Context: an optimization exercise on an open-source flow, tuned for small area, a short achievable clock period and few clock cycles per item. The choices shown serve that exercise and are no tape-out recipe.
No run shown here included a check of the RTL's function; only the layout flow was run.

==> design.v <==
`default_nettype none
package sm4TablesPkg;
  function automatic logic [3:0] gf16Inv2(input logic [3:0] a);
    case (a)
      4'd0: gf16Inv2 = 4'd0;
      4'd1: gf16Inv2 = 4'd1;
      4'd2: gf16Inv2 = 4'd3;
      4'd3: gf16Inv2 = 4'd2;
      4'd4: gf16Inv2 = 4'd15;
      4'd5: gf16Inv2 = 4'd12;
      4'd6: gf16Inv2 = 4'd9;
      4'd7: gf16Inv2 = 4'd11;
      4'd8: gf16Inv2 = 4'd10;
      4'd9: gf16Inv2 = 4'd6;
      4'd10: gf16Inv2 = 4'd8;
      4'd11: gf16Inv2 = 4'd7;
      4'd12: gf16Inv2 = 4'd5;
      4'd13: gf16Inv2 = 4'd14;
      4'd14: gf16Inv2 = 4'd13;
      4'd15: gf16Inv2 = 4'd4;
      default: gf16Inv2 = 4'd0;
    endcase
  endfunction
  function automatic logic [7:0] sbox(input logic [7:0] x);
    logic a0, a1, a2, a3, a4, a5, a6, a7, a8, a9, a10, a11, a12, a13, a14, a15, a16, a17, a18, a19, a20, a21, a22, a23, a24, a25, a26, a27, a28, a29, a30, a31, a32, a33, a34, a35, a36, a37, p0, p1, p2, p3, p4, p5, p6, p7, p8, b0, b1, b2, b3, b4, b5, b6, b7, b8, b9, b10, b11, b12, b13, c0, c1, c2, c3, c4, qh0, qh1, qh2, qh3, qh4, qh5, qh6, qh7, qh8, qs0, qs1, qs2, qs3, qs4, qs5, qs6, qs7, qs8, e0, e1, e2, e3, e4, e5, e6, e7, e8, e9, e10, e11, e12, e13, e14, e15, e16, e17, e18, e19, e20, e21, e22, e23, e24, e25, e26, e27, e28, e29, e30, e31, e32, e33;
    logic [3:0] d, di;
    a0 = x[0] ^ x[1];
    a1 = x[2] ^ x[4];
    a2 = x[3] ^ x[5];
    a3 = x[6] ^ a0;
    a4 = x[7] ^ a1;
    a5 = a1 ^ a2;
    a6 = x[4] ^ x[7];
    a7 = x[2] ^ x[6];
    a8 = x[5] ^ a4;
    a9 = x[3] ^ a0;
    a10 = x[2] ^ a3;
    a11 = a3 ^ a6;
    a12 = x[7] ^ a2;
    a13 = x[6] ^ a8;
    a14 = x[0] ^ a4;
    a15 = a3 ^ a5;
    a16 = x[2] ^ x[7];
    a17 = a2 ^ a11;
    a18 = a1 ^ a3;
    a19 = a0 ^ a1;
    a20 = a0 ^ a5;
    a21 = a7 ^ a12;
    a22 = a6 ^ a9;
    a23 = a2 ^ a10;
    a24 = x[1] ^ a13;
    a25 = x[3] ^ x[6];
    a26 = a14 ^ a25;
    a27 = a0 ^ a2;
    a28 = x[1] ^ a7;
    a29 = x[7] ^ a9;
    a30 = a1 ^ a9;
    a31 = x[1] ^ a8;
    a32 = x[1] ^ x[3];
    a33 = x[7] ^ a32;
    a34 = x[0] ^ a5;
    a35 = x[2] ^ x[5];
    a36 = x[1] ^ x[4];
    a37 = x[5] ^ a10;
    p0 = ~a15 & a13;
    p1 = ~a16 & a22;
    p2 = a17 & a23;
    p3 = ~x[6] & a24;
    p4 = a18 & a26;
    p5 = ~a19 & a27;
    p6 = a20 & x[1];
    p7 = ~a11 & a28;
    p8 = ~a21 & a7;
    b0 = p2 ^ p4;
    b1 = p4 ^ p7;
    b2 = p1 ^ p3;
    b3 = a35 ^ b0;
    b4 = b2 ^ b3;
    b5 = p0 ^ p5;
    b6 = ~a36 ^ b0;
    b7 = b5 ^ b6;
    b8 = p3 ^ p6;
    b9 = ~a10 ^ b1;
    b10 = b8 ^ b9;
    b11 = p5 ^ p8;
    b12 = a37 ^ b1;
    b13 = b11 ^ b12;
    d = {b13, b10, b7, b4};
    di = gf16Inv2(d);
    c0 = di[2] ^ di[3];
    c1 = di[0] ^ di[1];
    c2 = di[1] ^ di[3];
    c3 = di[0] ^ di[2];
    c4 = c0 ^ c1;
    qh0 = ~a15 & di[3];
    qs0 = ~a29 & di[3];
    qh1 = ~a16 & di[2];
    qs1 = ~a30 & di[2];
    qh2 = a17 & c0;
    qs2 = a4 & c0;
    qh3 = ~x[6] & di[1];
    qs3 = ~a31 & di[1];
    qh4 = a18 & di[0];
    qs4 = a33 & di[0];
    qh5 = ~a19 & c1;
    qs5 = ~a5 & c1;
    qh6 = a20 & c2;
    qs6 = a34 & c2;
    qh7 = ~a11 & c3;
    qs7 = ~a14 & c3;
    qh8 = ~a21 & c4;
    qs8 = ~a12 & c4;
    e0 = qh1 ^ qh3;
    e1 = qh5 ^ qs2;
    e2 = qs7 ^ e0;
    e3 = e1 ^ e2;
    e4 = qh7 ^ qh8;
    e5 = qh4 ^ qs1;
    e6 = qs3 ^ e4;
    e7 = qs0 ^ e3;
    e8 = qh0 ^ qs1;
    e9 = qs6 ^ e8;
    e10 = qs4 ^ e5;
    e11 = qh2 ^ e7;
    e12 = qs5 ^ e6;
    e13 = e3 ^ e9;
    e14 = e1 ^ e6;
    e15 = e10 ^ e14;
    e16 = qs6 ^ e11;
    e17 = e12 ^ e16;
    e18 = qh2 ^ qs2;
    e19 = qs3 ^ e0;
    e20 = e10 ^ e18;
    e21 = e19 ^ e20;
    e22 = qh0 ^ qs8;
    e23 = e7 ^ e22;
    e24 = qs8 ^ e4;
    e25 = e11 ^ e24;
    e26 = qh5 ^ qs0;
    e27 = e5 ^ e12;
    e28 = e26 ^ e27;
    e29 = qh1 ^ qh6;
    e30 = qh8 ^ qs0;
    e31 = qs8 ^ e9;
    e32 = e29 ^ e30;
    e33 = e31 ^ e32;
    sbox[0] = ~e13;
    sbox[1] = ~e15;
    sbox[2] = e17;
    sbox[3] = e21;
    sbox[4] = ~e23;
    sbox[5] = e25;
    sbox[6] = ~e28;
    sbox[7] = ~e33;
  endfunction
  function automatic logic [31:0] ck(input logic [4:0] i);
    case (i)
      5'd0: ck = 32'h00070e15;
      5'd1: ck = 32'h1c232a31;
      5'd2: ck = 32'h383f464d;
      5'd3: ck = 32'h545b6269;
      5'd4: ck = 32'h70777e85;
      5'd5: ck = 32'h8c939aa1;
      5'd6: ck = 32'ha8afb6bd;
      5'd7: ck = 32'hc4cbd2d9;
      5'd8: ck = 32'he0e7eef5;
      5'd9: ck = 32'hfc030a11;
      5'd10: ck = 32'h181f262d;
      5'd11: ck = 32'h343b4249;
      5'd12: ck = 32'h50575e65;
      5'd13: ck = 32'h6c737a81;
      5'd14: ck = 32'h888f969d;
      5'd15: ck = 32'ha4abb2b9;
      5'd16: ck = 32'hc0c7ced5;
      5'd17: ck = 32'hdce3eaf1;
      5'd18: ck = 32'hf8ff060d;
      5'd19: ck = 32'h141b2229;
      5'd20: ck = 32'h30373e45;
      5'd21: ck = 32'h4c535a61;
      5'd22: ck = 32'h686f767d;
      5'd23: ck = 32'h848b9299;
      5'd24: ck = 32'ha0a7aeb5;
      5'd25: ck = 32'hbcc3cad1;
      5'd26: ck = 32'hd8dfe6ed;
      5'd27: ck = 32'hf4fb0209;
      5'd28: ck = 32'h10171e25;
      5'd29: ck = 32'h2c333a41;
      5'd30: ck = 32'h484f565d;
      5'd31: ck = 32'h646b7279;
      default: ck = 32'h0;
    endcase
  endfunction
  localparam logic [127:0] FK = {
    32'ha3b1bac6,
    32'h56aa3350,
    32'h677d9197,
    32'hb27022dc
  };
  function automatic logic [31:0] rotl(input logic [31:0] w, input int unsigned n);
    rotl = (w << n) | (w >> (32 - n));
  endfunction
  function automatic logic [31:0] tauSub(input logic [31:0] a);
    tauSub = {sbox(a[31:24]), sbox(a[23:16]), sbox(a[15:8]), sbox(a[7:0])};
  endfunction
  function automatic logic [31:0] dataT(input logic [31:0] x);
    logic [31:0] b;
    b = tauSub(x);
    dataT = b ^ rotl(b, 2) ^ rotl(b, 10) ^ rotl(b, 18) ^ rotl(b, 24);
  endfunction
  function automatic logic [31:0] keyT(input logic [31:0] x);
    logic [31:0] b;
    b = tauSub(x);
    keyT = b ^ rotl(b, 13) ^ rotl(b, 23);
  endfunction
endpackage
`default_nettype wire
`default_nettype none
package sm4CorePkg;
  localparam int WORD_W  = 32;
  localparam int BLOCK_W = 128;
  localparam int ROUNDS  = 32;
  localparam int ROUND_W = 5;
endpackage
`default_nettype wire
`default_nettype none
import sm4CorePkg::*;
module sm4Core (
  input  wire logic                             clk,
  input  wire logic                             rst_n,
  input  wire logic                             start,
  input  wire logic                             decrypt,
  input  wire logic [sm4CorePkg::BLOCK_W-1:0]   key,
  input  wire logic [sm4CorePkg::BLOCK_W-1:0]   textIn,
  output logic [sm4CorePkg::BLOCK_W-1:0]        textOut,
  output logic                                  done
);
  localparam logic [ROUND_W-1:0] CNT_LAST = ROUND_W'(ROUNDS - 1);
  logic               busy;
  logic               spec;
  logic               hitR;
  logic               rounds;
  logic               decMode;
  logic               valid;
  logic [ROUND_W-1:0] cnt;
  logic [ROUND_W-1:0] cntNext;
  logic               accept;
  logic               missNow;
  logic               lastRound;
  logic               toRounds;
  logic               keyBack;
  logic               dataRound;
  logic               saveEnd;
  logic               keyBackNext;
  logic [BLOCK_W-1:0] keyIn;
  logic [BLOCK_W-1:0] kw;
  logic [BLOCK_W-1:0] ko;
  assign keyIn     = key ^ sm4TablesPkg::FK;
  assign accept    = start && !busy;
  assign missNow   = spec && !hitR;
  assign lastRound = busy && rounds && !spec && (cnt == '0);
  assign toRounds  = busy && !rounds && (!decMode || cnt == CNT_LAST);
  always_comb
  begin
    if (accept)
      cntNext = decrypt ? CNT_LAST : ROUND_W'(1);
    else if (!busy || lastRound || missNow)
      cntNext = '0;
    else if (rounds ? decMode : (decMode && cnt == CNT_LAST))
      cntNext = rounds ? cnt - 1'b1 : cnt;
    else
      cntNext = cnt + 1'b1;
  end
  assign keyBackNext = accept ? decrypt
                              : (busy && !lastRound && !missNow && decMode && (rounds || toRounds));
  always_ff @(posedge clk or negedge rst_n)
  begin
    if (!rst_n)
    begin
      busy      <= 1'b0;
      spec      <= 1'b0;
      hitR      <= 1'b0;
      rounds    <= 1'b0;
      decMode   <= 1'b0;
      valid     <= 1'b0;
      cnt       <= '0;
      done      <= 1'b0;
      keyBack   <= 1'b0;
      dataRound <= 1'b0;
    end
    else
    begin
      done <= lastRound;
      cnt  <= cntNext;
      spec <= accept;
      hitR <= valid && (keyIn == kw);
      keyBack   <= keyBackNext;
      dataRound <= accept || (busy && !lastRound && !missNow && (rounds || toRounds));
      if (accept)
      begin
        busy    <= 1'b1;
        rounds  <= 1'b1;
        decMode <= decrypt;
      end
      else
      begin
        if (lastRound)
        begin
          busy  <= 1'b0;
          valid <= 1'b1;
        end
        if (missNow)
          rounds <= 1'b0;
        else if (toRounds)
          rounds <= 1'b1;
      end
    end
  end
  logic [WORD_W-1:0] k0, k1, k2, k3;
  logic [WORD_W-1:0] tk;
  logic [WORD_W-1:0] e0, e1, e2, e3;
  logic              stepFwd;
  logic              stepBack;
  logic              encEnd;
  logic [WORD_W-1:0] z;
  assign {k0, k1, k2, k3} = kw;
  assign tk = sm4TablesPkg::keyT(z);
  assign encEnd   = lastRound && !decMode;
  assign stepFwd  = (accept && !decrypt) || (busy && !keyBack && !encEnd && !missNow);
  assign stepBack = busy && keyBack && !missNow;
  always_comb
  begin
    if ((accept && decrypt) || missNow || encEnd)
      {e0, e1, e2, e3} = ko;
    else if (stepFwd)
      {e0, e1, e2, e3} = {k1, k2, k3, k0};
    else if (stepBack)
      {e0, e1, e2, e3} = {k3, k0, k1, k2};
    else
      {e0, e1, e2, e3} = kw;
  end
  always_ff @(posedge clk)
    kw <= {(tk & {WORD_W{stepBack}}) ^ e0, e1, e2, (tk & {WORD_W{stepFwd}}) ^ e3};
  always_ff @(posedge clk)
    z <= (tk & {WORD_W{keyBackNext ? stepBack : stepFwd}}) ^
         (e1 ^ e2 ^ (keyBackNext ? e0 : e3) ^ sm4TablesPkg::ck(cntNext));
  assign saveEnd = busy && !missNow && (decMode ? (rounds && cnt == CNT_LAST)
                                                : (!rounds || cnt == '0));
  always_ff @(posedge clk)
  begin
    if (accept)
      ko <= keyIn;
    else if (saveEnd)
      ko <= kw;
  end
  logic [WORD_W-1:0] x0, x1, x2, x3;
  logic [WORD_W-1:0] ex0, ex1, ex2, ex3;
  logic [WORD_W-1:0] y;
  logic [WORD_W-1:0] ty;
  logic              dataStep;
  assign dataStep = dataRound && !missNow;
  assign ty = sm4TablesPkg::dataT(y);
  always_comb
  begin
    if (accept)
      {ex0, ex1, ex2, ex3} = textIn;
    else if (dataStep)
      {ex0, ex1, ex2, ex3} = {x1, x2, x3, x0};
    else
      {ex0, ex1, ex2, ex3} = {x0, x1, x2, x3};
  end
  always_ff @(posedge clk)
  begin
    {x0, x1, x2} <= {ex0, ex1, ex2};
    x3 <= (ty & {WORD_W{dataStep}}) ^ ex3;
    y  <= (ty & {WORD_W{dataStep}}) ^ (tk & {WORD_W{stepFwd}}) ^ (ex1 ^ ex2 ^ ex3 ^ e3);
  end
  assign textOut = {x3, x2, x1, x0};
endmodule
`default_nettype wire
==> flow/run.sh <==
#!/bin/bash
# Own layout flow: the standard flow (standard.sh), with
#  - synthesis as standard.sh does it, except for the ABC mapping script
#    (flow/abc.script) used for the logic between the registers;
#  - the ORFS knobs in flow/knobs.txt added to the layout's make call.
# Registers, their names and cells are the standard synthesis's: the
# flip-flops are mapped before ABC runs and ABC does not touch them.
# Each tool's full output goes to a log file of its own in this folder.
set -euo pipefail
here=$(pwd)
fdir=$here/flow

# synthesis script: synth_recipe.tcl with ORFS's synth.tcl swapped for a copy
# whose abc call uses flow/abc.script.
sed "s#^  log_cmd abc {\*}\$abc_args#  set abc_args [lreplace \$abc_args 1 1 $fdir/abc.script]\n  log_cmd abc {*}\$abc_args#" \
  "$FLOW_HOME/scripts/synth.tcl" > "$here/own_synth.tcl"
grep -q "abc.script" "$here/own_synth.tcl"
sed "s#\$::env(SCRIPTS_DIR)/synth.tcl#$here/own_synth.tcl#" "$here/synth_recipe.tcl" > "$here/own_synth_recipe.tcl"
grep -q "own_synth.tcl" "$here/own_synth_recipe.tcl"

knobs=()
if [[ -f $fdir/knobs.txt ]]; then
  while IFS= read -r line; do
    [[ -n "$line" && "$line" != \#* ]] && knobs+=("$line")
  done < "$fdir/knobs.txt"
fi

bash standard.sh "SYNTH_SCRIPT=$here/own_synth_recipe.tcl" synth > "$here/synth.log" 2>&1
bash standard.sh "SYNTH_SCRIPT=$here/own_synth_recipe.tcl" "${knobs[@]}" finish > "$here/layout.log" 2>&1
test -f "$here/out/final.def"
==> flow/abc.script <==
strash
dch
map -B 0.9
topo
stime -c
buffer -c
upsize -c
dnsize -c
==> flow/knobs.txt <==
BUFFER_PORTS_ARGS=-buffer_cell sky130_fd_sc_hd__buf_1
SETUP_SLACK_MARGIN=5.5
==> standard.sh <==
#!/bin/bash
# synth_recipe.tcl (not shown) runs the flow's synth.tcl, then flattens the netlist and writes it again
# the make line also repeats each setting of config.mk as NAME=value (left out here)
make -C /OpenROAD-flow-scripts/flow DESIGN_CONFIG=/design/flow/config.mk WORK_HOME=/design/flow/orfs CLKGATE_MAP_FILE= SYNTH_SCRIPT=/design/flow/synth_recipe.tcl "${@:-finish}"
==> config.mk <==
export PLATFORM = sky130hd
export DESIGN_NAME = sm4Core
export DESIGN_NICKNAME = sm4Core
export VERILOG_FILES = /design/flow/design.v
export SDC_FILE = /design/flow/constraint.sdc
export NUM_CORES = 8
export LEC_CHECK = 0
export CAP_MARGIN = 20
export CORE_MARGIN = 2
export CORE_UTILIZATION = 60
export SETUP_SLACK_MARGIN = 5
export SLEW_MARGIN = 20
export TNS_END_PERCENT = 0
==> constraint.sdc <==
create_clock -name core_clock -period 11.0 [get_ports {clk}]
set_input_delay 2.2000 -clock core_clock [delete_from_list [all_inputs] [get_ports {clk}]]
set_output_delay 2.2000 -clock core_clock [all_outputs]
set_load 0.01 [all_outputs]
==> results of run 1 <==
[synthesized netlist by cell type (58+ instances only)]
cell	count
dfxtp_1	288
o211ai_1	96
nor2_1	373
a21oi_1	120
inv_1	549
inv_2	73
o21ai_0	415
xnor2_1	234
nand3_1	689
nand2_1	2449
a31oi_1	67
edfxtp_1	160
clkbuf_1	164
nand4_1	58
xor2_1	371
nand2_2	238
[through the flow]
stage | std cells | cell area (µm²) | setup WS (ns) | utilization [%]
4_1_cts | 8139 | 47580 | 5.405 | 65.33
3_3_place_gp | 8049 | 45890 | 5.050 | 63.01
3_5_place_dp | 8049 | 45890 | 4.949 | 63.01
6_report | 8145 | 47760 | 5.552 | 65.57
5_1_grt | 8142 | 47750 | 5.286 | 65.56
2_1_floorplan | 6918 | 44050 | 5.913 | -
[state kept, by name, indices dropped and copies added (netlist names), 5 cells and up]
register,flops
cnt,5
x0,32
x3,32
z,32
x1,32
y,32
x2,32
kw,128
ko,128
[path summary, 6_finish.rpt]
path,startpoint,depth (start not counted),endpoint
hold / removal,ko[91],1,kw[91]
min in group asynchronous,rst_n,1,spec
max in group asynchronous,rst_n,1,dataRound
setup reg to reg,z[9],35,y[31]
hold reg to reg,ko[91],1,kw[91]
setup / recovery,z[9],35,y[31]
[logic make-up (layout without fill, tap and decap cells)]
group / count (synthesis) / after routing
AND/OR/NAND/NOR: 4047 / 4047
buffers and inverters: 869 / 1131
AO/OA/AOI/OAI: 836 / 836
XOR/XNOR: 653 / 653
flip-flops: 462 / 462
adder cells (fa/ha/maj): 51 / 51
other: 0 / 6
[cell usage in the layout, fill, tap and decap left out, types with 15 or more instances in the layout]
| master | count |
|---|---|
| xor2_2 | 27 |
| inv_2 | 72 |
| nand2_2 | 241 |
| nand4_1 | 58 |
| dfxtp_2 | 35 |
| nand2_4 | 47 |
| buf_1 | 388 |
| o211ai_1 | 96 |
| nor2_1 | 372 |
| nand3_2 | 56 |
| clkbuf_16 | 50 |
| ha_1 | 51 |
| nand2_1 | 2444 |
| a21oi_1 | 120 |
| nor2_2 | 24 |
| a31oi_1 | 67 |
| or2_2 | 19 |
| buf_4 | 15 |
| edfxtp_1 | 160 |
| a221oi_1 | 24 |
| o21ai_0 | 414 |
| o22ai_1 | 50 |
| xor2_1 | 368 |
| nand3_1 | 684 |
| nand3b_1 | 43 |
| inv_1 | 547 |
| xnor2_1 | 231 |
| dfxtp_1 | 249 |
[what timing repair did]
action	in CTS	in global routing
resized for setup	4	58
pin swaps	0	0
setup endpoints to repair	18	158
[metal layers]
metal / track usage [%] / routed length [µm] / vias to the layer above
met5: 0 / 0 / -
met4: 23.36 / 10750 / 0
met3: 9.741 / 19150 / 474
met2: 65.14 / 70600 / 2516
met1: 54.58 / 65060 / 21770
li1: - / - / 22790
[layout make-up]
type	count	area share, %
Tap cell	959	2.513
Clock buffer	68	2.908
Multi-Input combinational cell	5587	62.46
Clock inverter	22	0.5790
Antenna cell	6	0.03144
Inverter	634	5.080
Timing Repair Buffer	407	3.435
Sequential cell	462	22.99
==> results.json, run 1 <==
{
  "area_growth_pct": 8.444,
  "start_util_pct": 60.46,
  "ys_types": 69,
  "min_period_ns": 5.448,
  "synth_top_area_share_pct": 20.87,
  "hold_viol": 0,
  "rows": 99,
  "timing.slew.headroom_pct": 18.85,
  "worstMarginPinSlew_ns": 1.209,
  "yosys.area_share.adder_pct": 1.449,
  "async_flop_share_pct": 3.030,
  "first_pass_iters": 8,
  "period_share_pct": 49.53,
  "hold_buffers": 0,
  "dieWidth_um": 274.9,
  "finalSetupTns_ns": 0,
  "drt_iter0_markers": 5315,
  "cp_top_family": "simple AND/OR/NAND/NOR gates",
  "grt_usage_pct": 42.22,
  "muxShareOfSynthArea_pct": 0,
  "fmax_mhz": 183.5,
  "skew_ns": 0.03759,
  "syn_inst": 6918,
  "cts.path.max_buffers": 3,
  "ys_seq_area_share_pct": 24.80,
  "netlist_area_um2": 44040,
  "cts_tree": "yes",
  "slowest_delay_ns": 0.50,
  "core_area_um2": 72830,
  "grt_max_degree": 189,
  "route.vias.total": 47550,
  "worstPathBufferInverterCount": 3,
  "rsz0062_at_grt": "yes",
  "synth_top_family_by_area": "simple AND/OR/NAND/NOR gates",
  "synth_compound_area_share_pct": 10.96,
  "grt-ovfl-total": 0,
  "numCtsBuffers": 48,
  "syn-num-nets": 7229,
  "synth_flop_cell": "dfxtp_1",
  "required_ns": 11.48,
  "die_area_um2": 75580,
  "hpwl_um": 130700,
  "drv_slew": 0,
  "synth-edff-count": 160,
  "routedWlPerCell_um": 20.33,
  "antenna_found_initial": 5,
  "multiInputGateArea_um2": 29830,
  "yosys_warnings": 1,
  "finalSetupViolCount": 0,
  "cpMaxStageDelayCell": "dfxtp_4",
  "synth-seq-cells": 462,
  "routabilityCongestion": 1.037,
  "insertion_delay_ns": 0.62,
  "post_drt_via_cell_ratio": 5.838,
  "grt_pass1_wl_um": 245000,
  "drive_gt1_share_pct": 9.680,
  "first_global_vias": 42250,
  "crit_top_cell": "nand2_1",
  "cts.sinks": 462,
  "fp.dieH_um": 274.9,
  "drcViolationCount": 0,
  "crit_fanout": 9,
  "r2r_slack_ns": 5.55,
  "cap_violations": 0,
  "synth-simple-area-share_pct": 40.85,
  "root_buffer": "clkbuf_16",
  "synth-xor-area-share_pct": 14.06,
  "syn_avg_cell_area_um2": 6.366,
  "cp.arrival_ns": 5.93,
  "register_area_um2": 10980,
  "cp-start-kind": "register",
  "nets": 7451,
  "fin_hold_ws_ns": 0.5218,
  "portBuffers": 388,
  "route.antenna.remaining_nets": 0,
  "hp-class": "reg -> reg",
  "outcome": "complete, no violations",
  "cts_setup_buffers": 0,
  "routed_wl_um": 165600,
  "clk_pin_slew_ns": 0.07,
  "end_kind": "register",
  "io_pins": 389,
  "critPathKind": "reg -> reg",
  "yosysTopAreaCell": "nand2_1",
  "n_fill_cell": 6788,
  "htree_levels": 2,
  "synth_area_leaders": "nand2_1 21%, dfxtp_1 13%, edfxtp_1 11%"
}
==> inputs of run 2 (changes only) <==
--- a/design.v
+++ b/design.v
@@ -22,136 +22,124 @@
     endcase
   endfunction
   function automatic logic [7:0] sbox(input logic [7:0] x);
-    logic a0, a1, a2, a3, a4, a5, a6, a7, a8, a9, a10, a11, a12, a13, a14, a15, a16, a17, a18, a19, a20, a21, a22, a23, a24, a25, a26, a27, a28, a29, a30, a31, a32, a33, a34, a35, a36, a37, p0, p1, p2, p3, p4, p5, p6, p7, p8, b0, b1, b2, b3, b4, b5, b6, b7, b8, b9, b10, b11, b12, b13, c0, c1, c2, c3, c4, qh0, qh1, qh2, qh3, qh4, qh5, qh6, qh7, qh8, qs0, qs1, qs2, qs3, qs4, qs5, qs6, qs7, qs8, e0, e1, e2, e3, e4, e5, e6, e7, e8, e9, e10, e11, e12, e13, e14, e15, e16, e17, e18, e19, e20, e21, e22, e23, e24, e25, e26, e27, e28, e29, e30, e31, e32, e33;
+    logic a0, a1, a2, a3, a4, a5, a6, a7, a8, a9, a10, a11, a12, a13, a14, a15, a16, a17, a18, a19, a20, a21, a22, a23, a24, a25, a26, a27, a28, p0, p1, p2, p3, p4, p5, p6, p7, p8, b0, b1, b2, b3, b4, b5, b6, b7, b8, b9, b10, b11, b12, b13, c0, c1, c2, c3, c4, qh0, qh1, qh2, qh3, qh4, qh5, qh6, qh7, qh8, qs0, qs1, qs2, qs3, qs4, qs5, qs6, qs7, qs8, e0, e1, e2, e3, e4, e5, e6, e7, e8, e9, e10, e11, e12, e13, e14, e15, e16, e17, e18, e19, e20, e21, e22, e23, e24, e25, e26, e27, e28, e29, e30;
     logic [3:0] d, di;
-    a0 = x[0] ^ x[1];
-    a1 = x[2] ^ x[4];
-    a2 = x[3] ^ x[5];
-    a3 = x[6] ^ a0;
-    a4 = x[7] ^ a1;
-    a5 = a1 ^ a2;
-    a6 = x[4] ^ x[7];
-    a7 = x[2] ^ x[6];
-    a8 = x[5] ^ a4;
-    a9 = x[3] ^ a0;
-    a10 = x[2] ^ a3;
-    a11 = a3 ^ a6;
-    a12 = x[7] ^ a2;
-    a13 = x[6] ^ a8;
-    a14 = x[0] ^ a4;
-    a15 = a3 ^ a5;
-    a16 = x[2] ^ x[7];
-    a17 = a2 ^ a11;
-    a18 = a1 ^ a3;
-    a19 = a0 ^ a1;
-    a20 = a0 ^ a5;
-    a21 = a7 ^ a12;
-    a22 = a6 ^ a9;
-    a23 = a2 ^ a10;
-    a24 = x[1] ^ a13;
-    a25 = x[3] ^ x[6];
-    a26 = a14 ^ a25;
-    a27 = a0 ^ a2;
-    a28 = x[1] ^ a7;
-    a29 = x[7] ^ a9;
-    a30 = a1 ^ a9;
-    a31 = x[1] ^ a8;
-    a32 = x[1] ^ x[3];
-    a33 = x[7] ^ a32;
-    a34 = x[0] ^ a5;
-    a35 = x[2] ^ x[5];
-    a36 = x[1] ^ x[4];
-    a37 = x[5] ^ a10;
-    p0 = ~a15 & a13;
-    p1 = ~a16 & a22;
-    p2 = a17 & a23;
-    p3 = ~x[6] & a24;
-    p4 = a18 & a26;
-    p5 = ~a19 & a27;
-    p6 = a20 & x[1];
-    p7 = ~a11 & a28;
-    p8 = ~a21 & a7;
-    b0 = p2 ^ p4;
-    b1 = p4 ^ p7;
-    b2 = p1 ^ p3;
-    b3 = a35 ^ b0;
+    a0 = x[2] ^ x[7];
+    a1 = x[1] ^ x[4];
+    a2 = x[4] ^ a0;
+    a3 = x[0] ^ a2;
+    a4 = x[2] ^ x[5];
+    a5 = x[2] ^ x[6];
+    a6 = x[1] ^ a5;
+    a7 = x[0] ^ a6;
+    a8 = a2 ^ a7;
+    a9 = x[4] ^ a7;
+    a10 = x[6] ^ a9;
+    a11 = x[3] ^ a10;
+    a12 = a3 ^ a11;
+    a13 = x[0] ^ a12;
+    a14 = x[4] ^ a13;
+    a15 = x[5] ^ a11;
+    a16 = x[1] ^ a15;
+    a17 = a3 ^ a16;
+    a18 = a13 ^ a16;
+    a19 = x[0] ^ a16;
+    a20 = a10 ^ a19;
+    a21 = a6 ^ a14;
+    a22 = x[5] ^ a7;
+    a23 = a5 ^ a17;
+    a24 = x[3] ^ a22;
+    a25 = a14 ^ a24;
+    a26 = x[1] ^ a25;
+    a27 = a2 ^ a24;
+    a28 = x[4] ^ a24;
+    p0 = ~a28 & a25;
+    p1 = ~a0 & a14;
+    p2 = a27 & a24;
+    p3 = ~x[6] & a26;
+    p4 = a9 & a21;
+    p5 = ~a10 & a20;
+    p6 = a15 & x[1];
+    p7 = ~a8 & a6;
+    p8 = ~a23 & a5;
+    b0 = p4 ^ p5;
+    b1 = p3 ^ p4;
+    b2 = ~a1 ^ b0;
+    b3 = p0 ^ p2;
     b4 = b2 ^ b3;
-    b5 = p0 ^ p5;
-    b6 = ~a36 ^ b0;
-    b7 = b5 ^ b6;
-    b8 = p3 ^ p6;
-    b9 = ~a10 ^ b1;
-    b10 = b8 ^ b9;
-    b11 = p5 ^ p8;
-    b12 = a37 ^ b1;
-    b13 = b11 ^ b12;
-    d = {b13, b10, b7, b4};
+    b5 = a22 ^ b0;
+    b6 = p7 ^ b5;
+    b7 = p8 ^ b6;
+    b8 = p1 ^ p2;
+    b9 = a4 ^ b8;
+    b10 = b1 ^ b9;
+    b11 = p6 ^ p7;
+    b12 = b1 ^ b11;
+    b13 = ~a7 ^ b12;
+    d = {b7, b13, b4, b10};
     di = gf16Inv2(d);
-    c0 = di[2] ^ di[3];
-    c1 = di[0] ^ di[1];
+    c0 = di[0] ^ di[1];
+    c1 = di[0] ^ di[2];
     c2 = di[1] ^ di[3];
-    c3 = di[0] ^ di[2];
-    c4 = c0 ^ c1;
-    qh0 = ~a15 & di[3];
-    qs0 = ~a29 & di[3];
-    qh1 = ~a16 & di[2];
-    qs1 = ~a30 & di[2];
-    qh2 = a17 & c0;
-    qs2 = a4 & c0;
+    c3 = di[2] ^ di[3];
+    c4 = c0 ^ c3;
+    qh0 = ~a28 & di[3];
+    qs0 = ~a13 & di[3];
+    qh1 = ~a0 & di[2];
+    qs1 = ~a11 & di[2];
+    qh2 = a27 & c3;
+    qs2 = a2 & c3;
     qh3 = ~x[6] & di[1];
-    qs3 = ~a31 & di[1];
-    qh4 = a18 & di[0];
-    qs4 = a33 & di[0];
-    qh5 = ~a19 & c1;
-    qs5 = ~a5 & c1;
-    qh6 = a20 & c2;
-    qs6 = a34 & c2;
-    qh7 = ~a11 & c3;
-    qs7 = ~a14 & c3;
-    qh8 = ~a21 & c4;
-    qs8 = ~a12 & c4;
-    e0 = qh1 ^ qh3;
-    e1 = qh5 ^ qs2;
-    e2 = qs7 ^ e0;
-    e3 = e1 ^ e2;
+    qs3 = ~a18 & di[1];
+    qh4 = a9 & di[0];
+    qs4 = a12 & di[0];
+    qh5 = ~a10 & c0;
+    qs5 = ~a19 & c0;
+    qh6 = a15 & c2;
+    qs6 = a16 & c2;
+    qh7 = ~a8 & c1;
+    qs7 = ~a3 & c1;
+    qh8 = ~a23 & c4;
+    qs8 = ~a17 & c4;
+    e0 = qh3 ^ qs2;
+    e1 = qh1 ^ e0;
+    e2 = qh5 ^ e1;
+    e3 = qs7 ^ e2;
     e4 = qh7 ^ qh8;
-    e5 = qh4 ^ qs1;
+    e5 = qs0 ^ e3;
     e6 = qs3 ^ e4;
-    e7 = qs0 ^ e3;
-    e8 = qh0 ^ qs1;
-    e9 = qs6 ^ e8;
-    e10 = qs4 ^ e5;
-    e11 = qh2 ^ e7;
-    e12 = qs5 ^ e6;
-    e13 = e3 ^ e9;
-    e14 = e1 ^ e6;
-    e15 = e10 ^ e14;
-    e16 = qs6 ^ e11;
-    e17 = e12 ^ e16;
-    e18 = qh2 ^ qs2;
-    e19 = qs3 ^ e0;
-    e20 = e10 ^ e18;
-    e21 = e19 ^ e20;
-    e22 = qh0 ^ qs8;
-    e23 = e7 ^ e22;
-    e24 = qs8 ^ e4;
-    e25 = e11 ^ e24;
-    e26 = qh5 ^ qs0;
-    e27 = e5 ^ e12;
-    e28 = e26 ^ e27;
-    e29 = qh1 ^ qh6;
-    e30 = qh8 ^ qs0;
-    e31 = qs8 ^ e9;
-    e32 = e29 ^ e30;
-    e33 = e31 ^ e32;
-    sbox[0] = ~e13;
-    sbox[1] = ~e15;
-    sbox[2] = e17;
-    sbox[3] = e21;
-    sbox[4] = ~e23;
-    sbox[5] = e25;
-    sbox[6] = ~e28;
-    sbox[7] = ~e33;
+    e7 = qh4 ^ qs1;
+    e8 = qs8 ^ e5;
+    e9 = qh0 ^ e8;
+    e10 = qh5 ^ e6;
+    e11 = e7 ^ e10;
+    e12 = qs4 ^ e11;
+    e13 = qs2 ^ e12;
+    e14 = qh2 ^ e4;
+    e15 = e8 ^ e14;
+    e16 = qs1 ^ e3;
+    e17 = qs6 ^ e16;
+    e18 = qh0 ^ e17;
+    e19 = qs0 ^ qs5;
+    e20 = e11 ^ e19;
+    e21 = e12 ^ e14;
+    e22 = e2 ^ e21;
+    e23 = qs3 ^ qs8;
+    e24 = qs5 ^ e23;
+    e25 = qs6 ^ e15;
+    e26 = e24 ^ e25;
+    e27 = qh8 ^ e9;
+    e28 = qh1 ^ qh6;
+    e29 = e17 ^ e28;
+    e30 = e27 ^ e29;
+    sbox[0] = ~e18;
+    sbox[1] = ~e13;
+    sbox[2] = e26;
+    sbox[3] = e22;
+    sbox[4] = ~e9;
+    sbox[5] = e15;
+    sbox[6] = ~e20;
+    sbox[7] = ~e30;
   endfunction
   function automatic logic [31:0] ck(input logic [4:0] i);
     case (i)
==> results.json, run 2 <==
{
  "start_util_pct": 60.57,
  "post_drt_via_cell_ratio": 6.312,
  "routed_wl_um": 180700,
  "min_period_ns": 6.570,
  "finalSetupTns_ns": 0,
  "slowest_delay_ns": 0.57,
  "yosys_warnings": 1,
  "grt_pass1_wl_um": 245200,
  "ys_types": 67,
  "cts_tree": "yes",
  "skew_ns": 0.01926,
  "cpMaxStageDelayCell": "dfxtp_2",
  "layout_commonest_cell": "nand2_1",
  "root_buffer": "clkbuf_16",
  "end_kind": "register",
  "hold_path_depth": 2,
  "period_share_pct": 59.73,
  "syn_inst": 6150,
  "hold_viol": 0,
  "drt_iter0_markers": 7095,
  "cts.path.max_buffers": 3,
  "synth-seq-cells": 462,
  "nets": 7064,
  "finalSetupViolCount": 0,
  "drv_slew": 0,
  "fin_hold_ws_ns": 0.5295,
  "hpwl_um": 121400,
  "crit_fanout": 6,
  "ys_seq_area_share_pct": 26.89,
  "synth-edff-count": 160,
  "cap_violations": 0,
  "synth_area_leaders": "nand2_1 18%, dfxtp_1 14%, edfxtp_1 12%",
  "drcViolationCount": 0,
  "drive_gt1_share_pct": 24.64,
  "die_area_um2": 69770,
  "fp.dieH_um": 264.1,
  "grt-ovfl-total": 0,
  "r2r_slack_ns": 4.43,
  "placed_area_um2": 42600,
  "timing.slew.headroom_pct": 15.51,
  "outcome": "complete, no violations",
  "rsz0062_at_grt": "yes",
  "cp-start-kind": "register",
  "grt_usage_pct": 45.38,
  "layout_common_cells": "1528 x nand2_1, 505 x inv_1, 407 x o21ai_0",
  "netlist_area_um2": 40610,
  "syn_avg_cell_area_um2": 6.602,
  "area_growth_pct": 29.28,
  "htree_levels": 2,
  "synth_top_area_share_pct": 17.74,
  "clk_pin_slew_ns": 0.07,
  "critPathKind": "reg -> reg",
  "fmax_mhz": 152.2,
  "top_regs": "ko: 128 flops, kw: 128 flops",
  "yosysTopAreaCell": "nand2_1",
  "io_pins": 389,
  "portBuffers": 388,
  "dieWidth_um": 264.1,
  "first_global_vias": 41910,
  "core_area_um2": 67040,
  "async_flop_share_pct": 3.030,
  "hold_buffers": 0,
  "hp-class": "reg -> reg",
  "synth_flop_cell": "dfxtp_1",
  "routedWlPerCell_um": 23.59,
  "cp.arrival_ns": 7.12,
  "first_pass_iters": 9,
  "cts.sinks": 462,
  "design_area_um2": 52490,
  "syn-num-nets": 6479,
  "synth_common_cells": "1919 x nand2_1, 559 x nand3_1, 552 x inv_1, 411 x o21ai_0, 391 x xor2_1",
  "required_ns": 11.55,
  "numCtsBuffers": 51,
  "routabilityCongestion": 1.070,
  "worstMarginPinSlew_ns": 1.256,
  "route.antenna.remaining_nets": 0,
  "antenna_found_initial": 9,
  "route.vias.total": 48340,
  "insertion_delay_ns": 0.62,
  "grt_max_degree": 152,
  "crit_top_cell": "nand2_4",
  "rows": 95,
  "reg2reg_depth": 40,
  "yosysMostFrequentCell": "nand2_1"
}
-- run 2: changes by cell type after synthesis, moves of 12 or more --
cell	before	now
buf_2	21	7
buf_4	19	5
ha_1	51	69
nand2_1	2449	1919
nand2_2	238	173
nand2_4	45	28
nand3_1	689	559
nand4_1	58	38
o211ai_1	96	108
xor2_1	371	391
-- run 2: metal layers --
layer	global-route usage [%]	part of all wire [%]	vias up
met5	0	0.032	-
met4	26.44	8.8	8
met3	11.28	14	1048
met2	67.64	42	3830
met1	59.69	35	22370
li1	-	-	21090
-- run 2: cell type report --
type / count / area [µm²]
Timing Repair Buffer: 730 / 4235
Sequential cell: 462 / 11020
Clock inverter: 21 / 241.5
Antenna cell: 8 / 20.02
Multi-Input combinational cell: 4854 / 31870
Inverter: 636 / 2482
Clock buffer: 74 / 1538
Fill cell: 4822 / 14550
Tap cell: 873 / 1092
-- run 2: cells by family after synthesis --
| family | synth area share (%) |
|---|---|
| flops | 26.89 |
| xor+xnor | 15.02 |
| buf+inv | 7.910 |
| simple gates | 35.82 |
| compound gates | 12.23 |
| fa+ha+maj | 2.126 |
-- run 2: path summary, 6_finish.rpt --
path	start	to
worst max-delay path	y[0]	x3[20]
worst min-delay path	x2[4]	x1[4]
worst max register to register	y[0]	x3[20]
worst min register to register	x2[4]	x1[4]
max in group asynchronous	rst_n	rounds
min in group asynchronous	rst_n	valid
-- run 2: what timing repair did --
item / 4_1_cts / 5_1_grt
pin swaps: 315 / 311
gates cloned: 0 / 1
setup buffers: 231 / 88
setup endpoints to repair: 160 / 160
resized for setup: 696 / 526
-- run 2: per-stage QoR --
step	instances	setup slack (ns)	util (%)
4_1_cts	7561	5.281	73.44
5_1_grt	7653	4.289	78.28
2_1_floorplan	6150	5.518	-
3_3_place_gp	7235	3.820	63.54
3_5_place_dp	7235	3.746	63.54
6_report	7658	4.430	78.30
-- run 2: critical path: cells and delay by family, from the launching register on --
kind | cells | cell delay, ns
AO/OA/AOI/OAI | 1 | 0.08
flip-flops | 1 | 0.57
adder cells (fa/ha/maj) | 2 | 0.51
XOR/XNOR | 9 | 1.76
AND/OR/NAND/NOR | 22 | 2.86
buffers and inverters | 6 | 0.71
==> inputs of run 3 (changes only) <==
--- a/design.v
+++ b/design.v
@@ -1,144 +1,143 @@
 `default_nettype none
 package sm4TablesPkg;
-  function automatic logic [3:0] gf16Inv2(input logic [3:0] a);
+  function automatic logic [3:0] gf16Inv3(input logic [3:0] a);
     case (a)
-      4'd0: gf16Inv2 = 4'd0;
-      4'd1: gf16Inv2 = 4'd1;
-      4'd2: gf16Inv2 = 4'd3;
-      4'd3: gf16Inv2 = 4'd2;
-      4'd4: gf16Inv2 = 4'd15;
-      4'd5: gf16Inv2 = 4'd12;
-      4'd6: gf16Inv2 = 4'd9;
-      4'd7: gf16Inv2 = 4'd11;
-      4'd8: gf16Inv2 = 4'd10;
-      4'd9: gf16Inv2 = 4'd6;
-      4'd10: gf16Inv2 = 4'd8;
-      4'd11: gf16Inv2 = 4'd7;
-      4'd12: gf16Inv2 = 4'd5;
-      4'd13: gf16Inv2 = 4'd14;
-      4'd14: gf16Inv2 = 4'd13;
-      4'd15: gf16Inv2 = 4'd4;
-      default: gf16Inv2 = 4'd0;
+      4'd0: gf16Inv3 = 4'd0;
+      4'd1: gf16Inv3 = 4'd1;
+      4'd2: gf16Inv3 = 4'd3;
+      4'd3: gf16Inv3 = 4'd2;
+      4'd4: gf16Inv3 = 4'd10;
+      4'd5: gf16Inv3 = 4'd8;
+      4'd6: gf16Inv3 = 4'd14;
+      4'd7: gf16Inv3 = 4'd13;
+      4'd8: gf16Inv3 = 4'd5;
+      4'd9: gf16Inv3 = 4'd11;
+      4'd10: gf16Inv3 = 4'd4;
+      4'd11: gf16Inv3 = 4'd9;
+      4'd12: gf16Inv3 = 4'd15;
+      4'd13: gf16Inv3 = 4'd7;
+      4'd14: gf16Inv3 = 4'd6;
+      4'd15: gf16Inv3 = 4'd12;
+      default: gf16Inv3 = 4'd0;
     endcase
   endfunction
   function automatic logic [7:0] sbox(input logic [7:0] x);
-    logic a0, a1, a2, a3, a4, a5, a6, a7, a8, a9, a10, a11, a12, a13, a14, a15, a16, a17, a18, a19, a20, a21, a22, a23, a24, a25, a26, a27, a28, p0, p1, p2, p3, p4, p5, p6, p7, p8, b0, b1, b2, b3, b4, b5, b6, b7, b8, b9, b10, b11, b12, b13, c0, c1, c2, c3, c4, qh0, qh1, qh2, qh3, qh4, qh5, qh6, qh7, qh8, qs0, qs1, qs2, qs3, qs4, qs5, qs6, qs7, qs8, e0, e1, e2, e3, e4, e5, e6, e7, e8, e9, e10, e11, e12, e13, e14, e15, e16, e17, e18, e19, e20, e21, e22, e23, e24, e25, e26, e27, e28, e29, e30;
+    logic a0, a1, a2, a3, a4, a5, a6, a7, a8, a9, a10, a11, a12, a13, a14, a15, a16, a17, a18, a19, a20, a21, a22, a23, a24, a25, a26, a27, p0, p1, p2, p3, p4, p5, p6, p7, p8, b0, b1, b2, b3, b4, b5, b6, b7, b8, b9, b10, b11, b12, b13, c0, c1, c2, c3, c4, qh0, qh1, qh2, qh3, qh4, qh5, qh6, qh7, qh8, qs0, qs1, qs2, qs3, qs4, qs5, qs6, qs7, qs8, e0, e1, e2, e3, e4, e5, e6, e7, e8, e9, e10, e11, e12, e13, e14, e15, e16, e17, e18, e19, e20, e21, e22, e23, e24, e25, e26, e27, e28, e29, e30;
     logic [3:0] d, di;
     a0 = x[2] ^ x[7];
     a1 = x[1] ^ x[4];
     a2 = x[4] ^ a0;
     a3 = x[0] ^ a2;
-    a4 = x[2] ^ x[5];
-    a5 = x[2] ^ x[6];
-    a6 = x[1] ^ a5;
-    a7 = x[0] ^ a6;
-    a8 = a2 ^ a7;
-    a9 = x[4] ^ a7;
-    a10 = x[6] ^ a9;
-    a11 = x[3] ^ a10;
-    a12 = a3 ^ a11;
-    a13 = x[0] ^ a12;
-    a14 = x[4] ^ a13;
-    a15 = x[5] ^ a11;
-    a16 = x[1] ^ a15;
-    a17 = a3 ^ a16;
-    a18 = a13 ^ a16;
-    a19 = x[0] ^ a16;
-    a20 = a10 ^ a19;
-    a21 = a6 ^ a14;
-    a22 = x[5] ^ a7;
-    a23 = a5 ^ a17;
-    a24 = x[3] ^ a22;
-    a25 = a14 ^ a24;
-    a26 = x[1] ^ a25;
-    a27 = a2 ^ a24;
-    a28 = x[4] ^ a24;
-    p0 = ~a28 & a25;
-    p1 = ~a0 & a14;
-    p2 = a27 & a24;
-    p3 = ~x[6] & a26;
-    p4 = a9 & a21;
-    p5 = ~a10 & a20;
-    p6 = a15 & x[1];
-    p7 = ~a8 & a6;
-    p8 = ~a23 & a5;
+    a4 = x[2] ^ x[6];
+    a5 = x[1] ^ a4;
+    a6 = a3 ^ a5;
+    a7 = a0 ^ a6;
+    a8 = x[6] ^ a7;
+    a9 = x[3] ^ a8;
+    a10 = a3 ^ a9;
+    a11 = x[0] ^ a10;
+    a12 = x[4] ^ a11;
+    a13 = x[5] ^ a9;
+    a14 = x[1] ^ a13;
+    a15 = a3 ^ a14;
+    a16 = a11 ^ a14;
+    a17 = x[7] ^ a16;
+    a18 = x[0] ^ a14;
+    a19 = a8 ^ a18;
+    a20 = a5 ^ a12;
+    a21 = a4 ^ a15;
+    a22 = a11 ^ a21;
+    a23 = x[3] ^ a22;
+    a24 = a12 ^ a23;
+    a25 = x[1] ^ a24;
+    a26 = a2 ^ a23;
+    a27 = x[4] ^ a23;
+    p0 = ~a27 & a24;
+    p1 = a26 & a23;
+    p2 = ~a0 & a12;
+    p3 = ~x[6] & a25;
+    p4 = ~a8 & a19;
+    p5 = a7 & a20;
+    p6 = a13 & x[1];
+    p7 = ~a21 & a4;
+    p8 = ~a6 & a5;
     b0 = p4 ^ p5;
     b1 = p3 ^ p4;
-    b2 = ~a1 ^ b0;
-    b3 = p0 ^ p2;
+    b2 = p0 ^ b1;
+    b3 = p2 ^ ~a17;
     b4 = b2 ^ b3;
     b5 = a22 ^ b0;
     b6 = p7 ^ b5;
     b7 = p8 ^ b6;
-    b8 = p1 ^ p2;
-    b9 = a4 ^ b8;
-    b10 = b1 ^ b9;
-    b11 = p6 ^ p7;
-    b12 = b1 ^ b11;
-    b13 = ~a7 ^ b12;
-    d = {b7, b13, b4, b10};
-    di = gf16Inv2(d);
+    b8 = p0 ^ ~a1;
+    b9 = b0 ^ b8;
+    b10 = p1 ^ b9;
+    b11 = p7 ^ b1;
+    b12 = p6 ^ ~x[5];
+    b13 = b11 ^ b12;
+    d = {b7, b13, b10, b4};
+    di = gf16Inv3(d);
     c0 = di[0] ^ di[1];
     c1 = di[0] ^ di[2];
     c2 = di[1] ^ di[3];
     c3 = di[2] ^ di[3];
     c4 = c0 ^ c3;
-    qh0 = ~a28 & di[3];
-    qs0 = ~a13 & di[3];
-    qh1 = ~a0 & di[2];
-    qs1 = ~a11 & di[2];
-    qh2 = a27 & c3;
-    qs2 = a2 & c3;
+    qh0 = ~a27 & di[3];
+    qs0 = ~a11 & di[3];
+    qh1 = a26 & di[2];
+    qs1 = a2 & di[2];
+    qh2 = ~a0 & c3;
+    qs2 = ~a9 & c3;
     qh3 = ~x[6] & di[1];
-    qs3 = ~a18 & di[1];
-    qh4 = a9 & di[0];
-    qs4 = a12 & di[0];
-    qh5 = ~a10 & c0;
-    qs5 = ~a19 & c0;
-    qh6 = a15 & c2;
-    qs6 = a16 & c2;
-    qh7 = ~a8 & c1;
-    qs7 = ~a3 & c1;
-    qh8 = ~a23 & c4;
-    qs8 = ~a17 & c4;
-    e0 = qh3 ^ qs2;
-    e1 = qh1 ^ e0;
-    e2 = qh5 ^ e1;
-    e3 = qs7 ^ e2;
+    qs3 = ~a16 & di[1];
+    qh4 = ~a8 & di[0];
+    qs4 = ~a18 & di[0];
+    qh5 = a7 & c0;
+    qs5 = a10 & c0;
+    qh6 = a13 & c2;
+    qs6 = a14 & c2;
+    qh7 = ~a21 & c1;
+    qs7 = ~a15 & c1;
+    qh8 = ~a6 & c4;
+    qs8 = ~a3 & c4;
+    e0 = qh3 ^ qs1;
+    e1 = qh2 ^ e0;
+    e2 = qh4 ^ qs8;
+    e3 = e1 ^ e2;
     e4 = qh7 ^ qh8;
     e5 = qs0 ^ e3;
-    e6 = qs3 ^ e4;
-    e7 = qh4 ^ qs1;
-    e8 = qs8 ^ e5;
+    e6 = qs2 ^ qs3;
+    e7 = qh5 ^ e6;
+    e8 = qs7 ^ e5;
     e9 = qh0 ^ e8;
-    e10 = qh5 ^ e6;
-    e11 = e7 ^ e10;
-    e12 = qs4 ^ e11;
-    e13 = qs2 ^ e12;
-    e14 = qh2 ^ e4;
-    e15 = e8 ^ e14;
-    e16 = qs1 ^ e3;
-    e17 = qs6 ^ e16;
-    e18 = qh0 ^ e17;
-    e19 = qs0 ^ qs5;
-    e20 = e11 ^ e19;
-    e21 = e12 ^ e14;
-    e22 = e2 ^ e21;
-    e23 = qs3 ^ qs8;
-    e24 = qs5 ^ e23;
-    e25 = qs6 ^ e15;
-    e26 = e24 ^ e25;
-    e27 = qh8 ^ e9;
-    e28 = qh1 ^ qh6;
-    e29 = e17 ^ e28;
-    e30 = e27 ^ e29;
-    sbox[0] = ~e18;
-    sbox[1] = ~e13;
+    e10 = qs5 ^ e7;
+    e11 = qh4 ^ e4;
+    e12 = qh1 ^ e4;
+    e13 = e8 ^ e12;
+    e14 = qs6 ^ e3;
+    e15 = qs2 ^ e14;
+    e16 = qh0 ^ e15;
+    e17 = qs0 ^ qs4;
+    e18 = e1 ^ e10;
+    e19 = qh1 ^ e18;
+    e20 = e7 ^ e17;
+    e21 = e11 ^ e20;
+    e22 = qs1 ^ e10;
+    e23 = e11 ^ e22;
+    e24 = e12 ^ e17;
+    e25 = e14 ^ e24;
+    e26 = qs3 ^ e25;
+    e27 = qh7 ^ e15;
+    e28 = qh6 ^ e9;
+    e29 = qh2 ^ e27;
+    e30 = e28 ^ e29;
+    sbox[0] = ~e16;
+    sbox[1] = ~e23;
     sbox[2] = e26;
-    sbox[3] = e22;
+    sbox[3] = e19;
     sbox[4] = ~e9;
-    sbox[5] = e15;
-    sbox[6] = ~e20;
+    sbox[5] = e13;
+    sbox[6] = ~e21;
     sbox[7] = ~e30;
   endfunction
   function automatic logic [31:0] ck(input logic [4:0] i);
==> results.json, run 3 <==
{
  "cap_violations": 0,
  "required_ns": 11.52,
  "grt_usage_pct": 46.30,
  "area_growth_pct": 30.56,
  "drive_gt1_share_pct": 26.05,
  "htree_levels": 2,
  "hpwl_um": 126400,
  "route.vias.total": 50080,
  "root_buffer": "clkbuf_16",
  "drt_iter0_markers": 7802,
  "timing.slew.headroom_pct": 12.55,
  "io_pins": 389,
  "grt_max_degree": 191,
  "layout_common_cells": "1583 x nand2_1, 515 x inv_1, 481 x nand3_1",
  "clk_pin_slew_ns": 0.07,
  "syn_inst": 6394,
  "grt-ovfl-total": 0,
  "outcome": "complete, no violations",
  "first_global_vias": 43320,
  "cts.path.max_buffers": 3,
  "cts_tree": "yes",
  "ys_seq_area_share_pct": 26.29,
  "cts.sinks": 462,
  "route.antenna.remaining_nets": 0,
  "hold_buffers": 0,
  "synth_common_cells": "1994 x nand2_1, 670 x nand3_1, 578 x inv_1, 443 x o21ai_0, 422 x nor2_1",
  "synth_flop_cell": "dfxtp_1",
  "muxShareOfSynthArea_pct": 0,
  "dieWidth_um": 267.1,
  "min_period_ns": 7.206,
  "crit_top_cell": "nand2_1",
  "yosys.area_share.adder_pct": 1.476,
  "fmax_mhz": 138.8,
  "async_flop_share_pct": 3.030,
  "drcViolationCount": 0,
  "synth_area_leaders": "nand2_1 18%, dfxtp_1 14%, edfxtp_1 12%",
  "nets": 7299,
  "synth-seq-cells": 462,
  "syn-num-nets": 6703,
  "portBuffers": 388,
  "yosysTopAreaCell": "nand2_1",
  "yosys_warnings": 1,
  "synth_top_family_by_area": "simple AND/OR/NAND/NOR gates",
  "cp-start-kind": "register",
  "fin_hold_ws_ns": 0.4989,
  "numCtsBuffers": 52,
  "cp.arrival_ns": 7.73,
  "routedWlPerCell_um": 23.32,
  "rows": 96,
  "synth-edff-count": 160,
  "synth-xor-area-share_pct": 13.39,
  "start_util_pct": 60.56,
  "synth_top_area_share_pct": 18.02,
  "hp-class": "reg -> reg",
  "drv_slew": 0,
  "crit_fanout": 5,
  "routabilityCongestion": 1.046,
  "reg2reg_depth": 53,
  "rsz0062_at_grt": "yes",
  "period_share_pct": 65.51,
  "yosysMostFrequentCell": "nand2_1",
  "finalSetupTns_ns": 0,
  "layout_commonest_cell": "nand2_1",
  "insertion_delay_ns": 0.64,
  "first_pass_iters": 17,
  "antenna_found_initial": 15,
  "hold_viol": 0,
  "synth_compound_area_share_pct": 11.89,
  "core_area_um2": 68590,
  "syn_avg_cell_area_um2": 6.496,
  "post_drt_via_cell_ratio": 6.281,
  "top_regs": "ko: 128 flops, kw: 128 flops",
  "grt_pass1_wl_um": 253000,
  "skew_ns": 0.03024,
  "hold_path_depth": 1,
  "worstMarginPinSlew_ns": 1.298,
  "finalSetupViolCount": 0,
  "dpl_worst_slack_ns": 3.076,
  "critPathKind": "reg -> reg",
  "ys_types": 66,
  "fp.dieH_um": 267.1,
  "end_kind": "register",
  "routed_wl_um": 186000,
  "slowest_delay_ns": 0.44,
  "setup_ws_ns": 3.794,
  "die_area_um2": 71350,
  "netlist_area_um2": 41540,
  "synth-simple-area-share_pct": 39.21,
  "cpMaxStageDelayCell": "dfxtp_4"
}
-- run 3: cell types whose count changed after synthesis, moves of 32 or more --
cell / delta
o21ai_0: +32
nand3_1: +111
nor2_1: +51
nand3_2: +33
nand2_2: +33
xor2_1: -91
nand2_1: +75
-- run 3: routing by layer --
metal / vias to the layer above / GRT usage (%) / wire length [µm]
met4: 12 / 27.21 / 14910
li1: 22040 / - / -
met5: - / 0 / 73
met1: 23130 / 59.71 / 65670
met3: 959 / 12.39 / 26880
met2: 3945 / 69.59 / 78450
-- run 3: final timing paths --
| check | slack [ns] | startpoint | end |
|---|---|---|---|
| setup reg to reg | 3.79 | y[2] | y[16] |
| max in group asynchronous | 8.83 | rst_n | cnt[2] |
| hold reg to reg | 0.50 | spec | done |
| min in group asynchronous | 1.63 | rst_n | done |
| setup / recovery | 3.79 | y[2] | y[16] |
| hold / removal | 0.50 | spec | done |
-- run 3: layout make-up --
type                    instances  area, µm²
diodes                         11      27.53
clock buffers                  70       1521
clock inverters                26      231.5
fillers                      4802      14360
inverters                     656       2544
multi-input cells            5081      33410
flip-flops and latches        462      11010
well taps                     931       1165
repair buffers                737       4327
-- run 3: cell families after synthesis --
logic type      count (synthesis)
compound gates                859
xor+xnor                      576
fa+ha+maj                      49
buf+inv                       852
flops                         462
simple gates                 3596
-- run 3: metrics by stage --
stage	instance area (µm²)	util, %	std cells
5_1_grt	54220	79.05	7968
3_3_place_gp	44300	64.59	7540
3_5_place_dp	44300	64.59	7540
6_report	54230	79.07	7974
4_1_cts	51470	75.04	7883
2_1_floorplan	42150	-	6394
-- run 3: timing repair --
item / 4_1_cts / 5_1_grt
setup endpoints to repair: 160 / 160
gates cloned: 0 / 1
hold endpoints to repair: 0 / 0
gates resized for setup: 754 / 457
pin swaps: 386 / 294
buffers inserted: 247 / 78
-- run 3: worst max-delay path, delay by kind of cell, from the launching register on --
kind	cells	cell delay [ns]
adder cells (fa/ha/maj)	3	0.81
AND/OR/NAND/NOR	36	3.76
buffers and inverters	8	0.66
XOR/XNOR	5	1.08
flip-flops	1	0.44
AO/OA/AOI/OAI	1	0.31

[separate check: timing with driven ports]
The results above use ideal ports. As a check the final layouts listed here were re-extracted and re-timed, cells and wires unchanged. Step 1, drivers: a clkbuf_16 drives clk and a buf_2 each remaining input, both assumed. Step 2 moves the port delays by t, midway between the first and last clock arrival at a register: inputs arrive t later, outputs are due t later. That takes back most of the time a late clock gives input paths. a / b / c = no drivers / after step 1 / after step 2; a / b = the first two.
run | t, ns | setup WS [ns] | worst register clock-pin slew, ns | pins driven straight from the clock port
run 1 | 0.668 | 5.552 / 5.552 / 4.993 | 0.07 / 0.07 | 1
run 2 | 0.673 | 4.430 / 4.430 / 4.430 | 0.07 / 0.07 | 1
run 3 | 0.701 | 3.794 / 3.794 / 3.794 | 0.07 / 0.07 | 1
After both steps every run listed still meets setup and hold. For run 1, which loses most, drivers alone change the setup slack by 0.000 ns; drivers and shift together by -0.559 ns.
